What follows belongs to an exercise in optimizing a design on an open flow for small area, a short achievable clock period and few clock cycles; a production flow would make more cautious choices. Only simulation tests tie the RTL to the original design; equivalence was not proved. Power is estimated from default activity; no workload was simulated.

Setup of run A:
Design dctq_rle_encoder, start of the top module:
module dctq_rle_encoder #(
  parameter int DW = dctq_rle_pkg::DW_DEFAULT
) (
  input  logic          clk,
  input  logic          reset_n,
  input  logic [DW-1:0] dctq,
  input  logic          dctq_valid,
  input  logic [5:0]    addr,
  output logic          hold,
  output logic          rle_valid,
  output logic [5:0]    rle_run,
  output logic [DW-1:0] rle_level,
  output logic          rle_last,
  input  logic          rle_ready,
  output logic          overrun
);
Size: roughly 6100 cells after synthesis, ~1300 flip-flops, ~38 I/O pins, roughly 50000 µm² of cells after synthesis.
==> flow/config.mk <==
export PLATFORM = sky130hd
export DESIGN_NAME = dctq_rle_encoder
export DESIGN_NICKNAME = dctq_rle_encoder
export VERILOG_FILES = /design/flow/design.v
export SDC_FILE = /design/flow/constraint.sdc
export NUM_CORES = 4
export LEC_CHECK = 0
export CAP_MARGIN = 20
export CORE_MARGIN = 2
export CORE_UTILIZATION = 30
export CTS_CLUSTER_DIAMETER = 80
export CTS_CLUSTER_SIZE = 30
export PLACE_DENSITY = 0.75
export SETUP_SLACK_MARGIN = 3.1
export SLEW_MARGIN = 20
==> flow/constraint.sdc <==
create_clock -name core_clock -period 5.5 [get_ports {clk}]
set_input_delay 1.1000 -clock core_clock [delete_from_list [all_inputs] [get_ports {clk}]]
set_output_delay 1.1000 -clock core_clock [all_outputs]
set_load 0.01 [all_outputs]
run.sh (not shown) runs the stock make flow with config.mk's settings and CLKGATE_MAP_FILE= SYNTH_SCRIPT=/design/flow/synth_recipe.tcl, a recipe that flattens the netlist after the stock synthesis.
Run A finished every stage and its layout cleared the timing, DRC and antenna checks.
Testbench counts of run A, summed over its fixed seeds: cycles 20,720.
Edits applied to the flow inputs when going from run A to run B:
--- a/flow/config.mk
+++ b/flow/config.mk
@@ -11,5 +11,4 @@
 export CTS_CLUSTER_DIAMETER = 80
 export CTS_CLUSTER_SIZE = 30
-export PLACE_DENSITY = 0.75
 export SETUP_SLACK_MARGIN = 3.1
 export SLEW_MARGIN = 20
==> results.txt <==
Re fraction of met1 tracks used by global routing: run A was lower than run B.
Clock transition time at the flip-flop clock pins of the worst setup and hold paths of run A is on par with run B.
In run B the required time reported for the critical path endpoint turned out 0.04 ns higher than in run A.
Run B: full flow OK, the timing, DRC and antenna checks passed
> inputs changed (run B -> run C)
--- a/flow/config.mk
+++ b/flow/config.mk
@@ -6,9 +6,10 @@
 export NUM_CORES = 4
 export LEC_CHECK = 0
-export CAP_MARGIN = 20
+export CAP_MARGIN = 10
 export CORE_MARGIN = 2
 export CORE_UTILIZATION = 30
 export CTS_CLUSTER_DIAMETER = 80
 export CTS_CLUSTER_SIZE = 30
+export GPL_ROUTABILITY_DRIVEN = 0
 export SETUP_SLACK_MARGIN = 3.1
-export SLEW_MARGIN = 20
+export SLEW_MARGIN = 10
Notes after the runs:
- Relative to run B, average wire length per cell after detail routing has decreased by 0.14 µm in run C.
- Compared run B against run C; utilization within noise.
- When the final numbers for run C and run B were put side by side, the shortest period the worst path allows turned out to be greater in run C.
- Met2 track demand over resource, run C and run B: larger value in run B
- Run C ended up with a lower hold slack than run B did.
- The first-pass iteration count of the detailed router reported for run C is greater than that of run B by 1.
- Compared with run B, run C is the more power-hungry design.
- Run C and run B all finish clean.
- Count of cells resized by post-cts repair in run C vs run B: up 7
- The area occupied by multi-input gates was comparable across run C and run B.
- Looking at total CTS buffers across run C and run B, the one that comes out lower is run C.
- Run B and run C ended up with roughly the same clock network contribution to total cell area.

dctq_rle_encoder again, from the RTL that the note above started with.
==> flow/design.v (excerpt) <==
module dctq_rle_encoder #(
  parameter int DW = dctq_rle_pkg::DW_DEFAULT
) (
  input  logic          clk,
  input  logic          reset_n,
  input  logic [DW-1:0] dctq,
  input  logic          dctq_valid,
  input  logic [5:0]    addr,
  output logic          hold,
  output logic          rle_valid,
  output logic [5:0]    rle_run,
  output logic [DW-1:0] rle_level,
  output logic          rle_last,
  input  logic          rle_ready,
  output logic          overrun
);
make LEC_CHECK=0 CAP_MARGIN=20 CORE_MARGIN=2 CORE_UTILIZATION=30 CTS_CLUSTER_DIAMETER=80 CTS_CLUSTER_SIZE=30 SETUP_SLACK_MARGIN=3.2 SLEW_MARGIN=20 finish   # period 5.5 ns
The baseline finished clean.
Testbench counts at the start, summed over its fixed seeds: cycles 20,720.
==> next run, changes <==
PLACE_DENSITY = 0.5   (was default)
SETUP_SLACK_MARGIN = 3.1   (was 3.2)
Effect:
- clock power came out higher by 13%
- flip-flop and latch count does not change
- final area stays flat
- routed wire length came out higher by about 5%
- worst setup slack gets worse by 51 ps
- via count came out lower by about 1.4%
- worst hold slack gets worse by 18 ps
- die area does not change
- register-to-register slack gets worse by 90 ps
- core utilization stays flat

beta:
Starting RTL as in the previous note.
Settings: LEC_CHECK=0, CAP_MARGIN=20, CORE_MARGIN=2, CORE_UTILIZATION=30, CTS_CLUSTER_DIAMETER=80, CTS_CLUSTER_SIZE=26, SETUP_SLACK_MARGIN=3.2, SLEW_MARGIN=20; clock period 5.5 ns.
Testbench counts of beta, summed over its fixed seeds: cycles 20,720.
--- input diff beta..gamma ---
Settings: CTS_CLUSTER_SIZE changed from 26 to 28.
### Flow results
Global-route wire length before repair: beta vs gamma — no meaningful difference. Diff beta -> gamma: design area held steady, routed length on met2 -about 0.45%, setup slack -0.018 ns. beta and gamma ended up with roughly the same routed wire length. Status: signed area change from the synthesized netlist to the final layout parity (beta, gamma).

[what the ideal ports hide]
How much do the figures lean on ideal ports? The routed layouts below were timed once more, with nothing changed but the port constraints.
Step 1, drivers: a clkbuf_16 drives clk and a buf_2 each remaining input, both assumed.
Step 2 adds t to the input delays and takes it off the output delays; t is the mean of the earliest and latest rising clock arrival at the registers after step 1. Input paths then give back, and output paths get back, about the clock's delay inside the block.
a / b / c = ideal ports / drivers / drivers and shift; a / b = the first two.
run | t, ns | setup slack, ns | hold WS [ns] | latest minus earliest clock arrival (ns) | worst data-port slew with drivers (ns)
run A | 0.775 | 2.980 / 2.980 / 2.298 | 0.471 / 0.471 / 0.471 | 0.034 / 0.034 | 0.09
run B | 0.809 | 3.036 / 2.987 / 2.244 | 0.465 / 0.465 / 0.465 | 0.038 / 0.038 | 0.13
run C | 0.803 | 3.025 / 3.004 / 2.266 | 0.457 / 0.457 / 0.457 | 0.039 / 0.039 | 0.11
the first run of note 2 | 0.799 | 3.079 / 3.009 / 2.280 | 0.478 / 0.478 / 0.478 | 0.054 / 0.054 | 0.24
the second run of note 2 | 0.795 | 3.028 / 3.023 / 2.228 | 0.460 / 0.460 / 0.460 | 0.045 / 0.045 | 0.12
beta | 0.801 | 3.089 / 3.016 / 2.283 | 0.477 / 0.477 / 0.477 | 0.040 / 0.040 | 0.22
gamma | 0.795 | 3.072 / 2.998 / 2.290 | 0.476 / 0.476 / 0.476 | 0.045 / 0.045 | 0.25
After both steps setup and hold are still met in every run listed. For beta, which loses most, drivers alone change the setup slack by -0.073 ns; drivers and shift together by -0.806 ns.
